From an optimization exercise on the open Yosys and OpenROAD flow, aimed at small area; shortcuts taken in it are not production practice. The RTL was checked by simulation tests, not by an equivalence proof against the original design. No activity file was given, so power comes from the tool's default toggle rates.

==> flow/design.v <==
`timescale 1ns/1ps
package pcie_tlp_pkg;
    typedef enum logic [3:0] {
        REQ_READ  = 4'd0,
        REQ_WRITE = 4'd1
    } tlp_req_e;
    typedef logic [255:0] beat_t;        
    typedef struct packed {
        tlp_req_e    req_type;
        logic [15:0] reg_addr;            
        logic [63:0] payload;
        logic [15:0] requester_id;
        logic [7:0]  tag;
        logic [2:0]  tc;
        logic [6:0]  lower_addr;
        logic [10:0] dw_count;
    } mmio_req_t;
    typedef struct packed {
        logic [15:0] requester_id;
        logic [7:0]  tag;
        logic [2:0]  tc;
        logic [6:0]  lower_addr;
        logic [10:0] dword_count;
        logic [2:0]  status;
    } cpl_hdr_t;
    typedef struct packed {
        tlp_req_e    req_type;
        logic        sop;
        logic        last;
        logic [63:0] addr;
        logic [10:0] dw_count;            
        logic [7:0]  tag;
        logic [2:0]  tc;
        beat_t       payload;
    } rq_req_t;
    typedef struct packed {
        beat_t payload;
        logic  last;
    } rc_beat_t;
    localparam logic [2:0] CPL_STATUS_SC = 3'd0;    
endpackage
`timescale 1ns/1ps
package user_regs_pkg;
    localparam logic [15:0] REG_SCRATCH     = 16'h00;
    localparam logic [15:0] REG_ID          = 16'h04;
    localparam logic [15:0] REG_INT_CTRL    = 16'h08;
    localparam logic [15:0] REG_STATUS      = 16'h0C;
    localparam logic [15:0] REG_DMA_ADDR    = 16'h10;    
    localparam logic [15:0] REG_DMA_CTRL    = 16'h18;
    localparam logic [15:0] REG_DMA_STATUS  = 16'h1C;
    localparam logic [15:0] REG_RT_SRC_ADDR = 16'h20;
    localparam logic [15:0] REG_RT_DST_ADDR = 16'h28;
    localparam logic [15:0] REG_RT_CTRL     = 16'h30;
    localparam logic [15:0] REG_RT_STATUS   = 16'h34;    
    typedef enum logic [1:0] {
        RT_MODE_OFF   = 2'd0,
        RT_MODE_SMALL = 2'd1,
        RT_MODE_LARGE = 2'd2
    } rt_mode_e;
    localparam logic [10:0] RT_SMALL_DWS   = 11'd4;     
    localparam logic [10:0] RT_LARGE_DWS   = 11'd12;    
    localparam logic [63:0] RT_STATUS_DONE = 64'd2;
endpackage
`timescale 1ns/1ps
`timescale 1ns/1ps
`timescale 1ns/1ps
`timescale 1ns/1ps
`timescale 1ns/1ps
module user_logic (
    input  logic                     user_clk,
    input  logic                     user_reset_p,
    input  logic                     cq_valid,
    input  pcie_tlp_pkg::mmio_req_t  cq_req,
    input  logic                     cc_ready,
    output logic                     cc_valid,
    output pcie_tlp_pkg::cpl_hdr_t   cc_hdr,
    output logic [63:0]              cc_data,
    input  logic                     rq_ready,
    output logic                     rq_valid,
    output pcie_tlp_pkg::rq_req_t    rq,
    input  logic                     rc_valid,
    input  pcie_tlp_pkg::rc_beat_t   rc
);
    localparam int NREG = 10;
    function automatic logic [3:0] IDX(input int i);
        case (i)
            0: IDX = 4'd0;   1: IDX = 4'd1;   2: IDX = 4'd2;  3: IDX = 4'd3;
            4: IDX = 4'd4;   5: IDX = 4'd6;   6: IDX = 4'd7;  7: IDX = 4'd8;
            8: IDX = 4'd10;  default: IDX = 4'd12;
        endcase
    endfunction
    localparam int R_SRC  = 7;
    localparam int R_DST  = 8;
    localparam int R_CTRL = 9;
    localparam logic [3:0] IDX_STATUS = 4'd13;
    localparam logic [3:0] IDX_NONE   = 4'd15;
    logic [63:0]     r    [NREG];
    logic [NREG-1:0] rv;
    logic [NREG-1:0] hit;
    logic            hit_status;
    logic            addr_ok;
    logic            wr_req;
    logic            rd_req;
    assign addr_ok    = (cq_req.reg_addr[15:6] == '0) && (cq_req.reg_addr[1:0] == 2'b00);
    assign wr_req     = cq_valid && (cq_req.req_type == pcie_tlp_pkg::REQ_WRITE);
    assign rd_req     = cq_valid && (cq_req.req_type == pcie_tlp_pkg::REQ_READ);
    assign hit_status = addr_ok && (cq_req.reg_addr[5:2] == IDX_STATUS);
    for (genvar i = 0; i < NREG; i++) begin : g_reg
        assign hit[i] = addr_ok && (cq_req.reg_addr[5:2] == IDX(i));
        always_ff @(posedge user_clk or posedge user_reset_p) begin
            if (user_reset_p)
                rv[i] <= 1'b0;
            else if (wr_req && hit[i])
                rv[i] <= 1'b1;
        end
        always_ff @(posedge user_clk) begin
            if (wr_req && hit[i])
                r[i] <= cq_req.payload;
        end
    end
    logic        pending;
    logic        take_req;
    logic        send_cpl;
    logic [3:0]  rd_idx;
    logic [44:0] pend_hdr;
    logic [63:0] rd_data;
    assign take_req = !pending && rd_req;
    assign send_cpl = pending && cc_ready;
    always_ff @(posedge user_clk or posedge user_reset_p) begin
        if (user_reset_p) begin
            pending  <= 1'b0;
            cc_valid <= 1'b0;
        end else begin
            cc_valid <= send_cpl;
            if (take_req)
                pending <= 1'b1;
            else if (send_cpl)
                pending <= 1'b0;
        end
    end
    always_ff @(posedge user_clk) begin
        if (take_req) begin
            rd_idx   <= (hit != '0 || hit_status) ? cq_req.reg_addr[5:2] : IDX_NONE;
            pend_hdr <= cq_req[44:0];
        end
    end
    assign cc_hdr = {pend_hdr, pcie_tlp_pkg::CPL_STATUS_SC};
    logic rt_done;
    logic [NREG-1:0] rsel;
    for (genvar i = 0; i < NREG; i++) begin : g_rsel
        assign rsel[i] = (rd_idx == IDX(i)) && rv[i];
    end
    always_comb begin
        rd_data = '0;
        for (int i = 0; i < NREG; i++)
            rd_data = rd_data | (r[i] & {64{rsel[i]}});
        rd_data[1] = rd_data[1] | ((rd_idx == IDX_STATUS) && rt_done);
    end
    always_ff @(posedge user_clk)
        cc_data <= rd_data;
    logic ctrl_small, ctrl_large, ctrl_off;
    assign ctrl_small = rv[R_CTRL] && (r[R_CTRL] == 64'd1);
    assign ctrl_large = rv[R_CTRL] && (r[R_CTRL] == 64'd2);
    assign ctrl_off   = !rv[R_CTRL] || (r[R_CTRL] == 64'd0);
    logic busy;          
    logic is_write;      
    logic second;        
    logic out_b0;        
    logic out_b1;        
    logic big;
    logic wait_data;     
    logic slot;
    logic rc_done;
    logic rq_accept;
    logic load_read, load_wr0, load_wr1, wr_last;
    logic capture;
    logic [63:0]  addr_q;
    logic [255:0] beat0, beat1;
    assign rq_accept = rq_valid && rq_ready;
    assign wr_last   = !big || second;
    assign load_read = !busy && (ctrl_small || ctrl_large);
    assign load_wr0  = wait_data && rc_done;
    assign load_wr1  = rq_accept && is_write && !wr_last;
    assign capture   = busy && rc_valid && !rc_done;
    always_ff @(posedge user_clk or posedge user_reset_p) begin
        if (user_reset_p) begin
            busy      <= 1'b0;
            rq_valid  <= 1'b0;
            rt_done   <= 1'b0;
            wait_data <= 1'b0;
            is_write  <= 1'b0;
            second    <= 1'b0;
            out_b0    <= 1'b0;
            out_b1    <= 1'b0;
            big     <= 1'b0;
            slot      <= 1'b0;
            rc_done   <= 1'b0;
        end else begin
            if (load_read) begin
                busy     <= 1'b1;
                rq_valid <= 1'b1;
                is_write <= 1'b0;
                second   <= 1'b0;
                out_b0   <= 1'b0;
                out_b1   <= 1'b0;
                big    <= ctrl_large;
            end
            if (rq_accept && !is_write) begin
                rq_valid  <= 1'b0;
                wait_data <= 1'b1;
            end
            if (load_wr0) begin
                wait_data <= 1'b0;
                rq_valid  <= 1'b1;
                is_write  <= 1'b1;
                out_b0    <= 1'b1;
            end
            if (load_wr1) begin
                second <= 1'b1;
                out_b0 <= 1'b0;
                out_b1 <= 1'b1;
            end
            if (rq_accept && is_write && wr_last) begin
                rq_valid <= 1'b0;
                rt_done  <= 1'b1;
            end
            if (rt_done && ctrl_off) begin
                rt_done <= 1'b0;
                busy    <= 1'b0;
            end
            if (!busy) begin
                slot    <= 1'b0;
                rc_done <= 1'b0;
            end else if (capture) begin
                if (rc.last)
                    rc_done <= 1'b1;
                else
                    slot <= 1'b1;
            end
        end
    end
    always_ff @(posedge user_clk) begin
        if (load_read || load_wr0)
            addr_q <= load_read ? (rv[R_SRC] ? r[R_SRC] : '0)
                                : (rv[R_DST] ? r[R_DST] : '0);
        if (capture && !slot)
            beat0 <= rc.payload;
        if (capture && slot)
            beat1 <= rc.payload;
    end
    always_comb begin
        rq.req_type = is_write ? pcie_tlp_pkg::REQ_WRITE : pcie_tlp_pkg::REQ_READ;
        rq.sop      = !second;
        rq.last     = !is_write || wr_last;
        rq.addr     = addr_q;
        rq.dw_count = big ? user_regs_pkg::RT_LARGE_DWS : user_regs_pkg::RT_SMALL_DWS;
        rq.tag      = is_write ? 8'd2 : 8'd1;
        rq.tc       = 3'd0;
        rq.payload  = (beat0 & {256{out_b0}}) | (beat1 & {256{out_b1}});
    end
endmodule
Settings: LEC_CHECK=0, CAP_MARGIN=20, CORE_MARGIN=2, CORE_UTILIZATION=75, CTS_CLUSTER_DIAMETER=100, CTS_CLUSTER_SIZE=30, SLEW_MARGIN=20; clock period 4.0 ns.
standard.sh (not shown) runs the stock make flow with config.mk's settings and CLKGATE_MAP_FILE= SYNTH_SCRIPT=/design/flow/synth_recipe.tcl, a recipe that flattens the netlist after the stock synthesis.
==> flow/flow/run.sh <==
#!/bin/bash
# Standard ORFS layout, with the port buffers made from the smallest buffer cell.
set -euo pipefail
export BUFFER_PORTS_ARGS="-buffer_cell sky130_fd_sc_hd__buf_1"
bash standard.sh > flow_make.log 2>&1
==> next run, changes <==
Settings changed: CORE_UTILIZATION 75 to 40, CTS_CLUSTER_DIAMETER 100 to not set, CTS_CLUSTER_SIZE 30 to not set.
Outcome:
- hold slack gets worse by 0.042 ns
- global-route usage falls by 20 points
- synthesized area does not change
- maximum frequency climbs by 2.9%
- first-iteration DRC count falls by 32%
- clock power rose by 94%
- power climbs by 28%
- clock skew rises by 0.012 ns
==> next run, changes <==
Settings changed: CORE_UTILIZATION 40 to 65, CTS_CLUSTER_DIAMETER set to 100, CTS_CLUSTER_SIZE set to 30, GPL_TIMING_DRIVEN set to 0.
The changed run reached the layout checks and failed them: setup timing.
Design area went down by 4.7%.
Worst hold slack degrades by 0.19 ns.
Synthesized cell count is unchanged.
Setup slack degrades by 0.71 ns.
Routed wire length went up by 6.9%.
Clock skew went down by 0.016 ns.
==> next run, changes <==
Settings changed: GPL_TIMING_DRIVEN 0 to not set.
=> The changed run passed the timing, design-rule and antenna checks. Design area drops by 2.3%. Via count drops by 5.5%. Clock skew climbs by 0.0052 ns. Power is about the same. First-iteration DRC count drops by 17%. Global-route usage drops by 4.1 points. Clock-buffer cell count is unchanged.
==> next run, changes <==
Settings changed: CORE_UTILIZATION 65 to 40.
The changed run passed the timing, design-rule and antenna checks.
Non-clock buffer count increases by 13.
Die area increases by well over a third.
Final cell count increases by about a fifth.
Register-to-register slack improved by 0.25 ns.
Synthesized cell count stays the same.
Global-route usage decreases by 13 points.
Routed wire length increases by a few percent.
Maximum frequency increases by a few percent.

## afterwards: timing with drivers on the ports
The flow's constraints put no driver on any port. The routed layouts listed below were extracted and timed again, unchanged, in two steps. Step 1 (the two cells are an assumption about what drives the block):
set clk [get_ports {user_clk}]
set_driving_cell -lib_cell sky130_fd_sc_hd__clkbuf_16 $clk
set_driving_cell -lib_cell sky130_fd_sc_hd__buf_2 [delete_from_list [all_inputs] $clk]
Step 2 times the ports against the registers' clock, not the clock port: input delays grow and output delays shrink by t, the midpoint of the rising clock arrivals with the driver on. Three values: ideal ports, drivers, drivers and shift; two values: the first two.
run | t, ns | setup slack, ns | hold slack, ns | worst setup path after step 2 | cell pins on the clock port's net
the first run | 0.738 | 0.533 / 0.465 / 0.549 | 0.278 / 0.242 / 0.482 | input to register | 1
the second run | 0.800 | 0.632 / 0.549 / 0.709 | 0.236 / 0.180 / 0.459 | input to register | 1
the third run | 0.714 | -0.078 / -0.146 / -0.473 | 0.042 / 0.001 / 0.479 | input to register | 1
the fourth run | 0.715 | 0.516 / 0.451 / 0.495 | 0.307 / 0.270 / 0.479 | input to register | 1
the fifth run | 0.752 | 0.619 / 0.538 / 0.733 | 0.020 / -0.033 / 0.469 | input to register | 1
The setup slack of the third run, which loses most, moves by -0.068 ns with the drivers and by -0.395 ns with both steps.
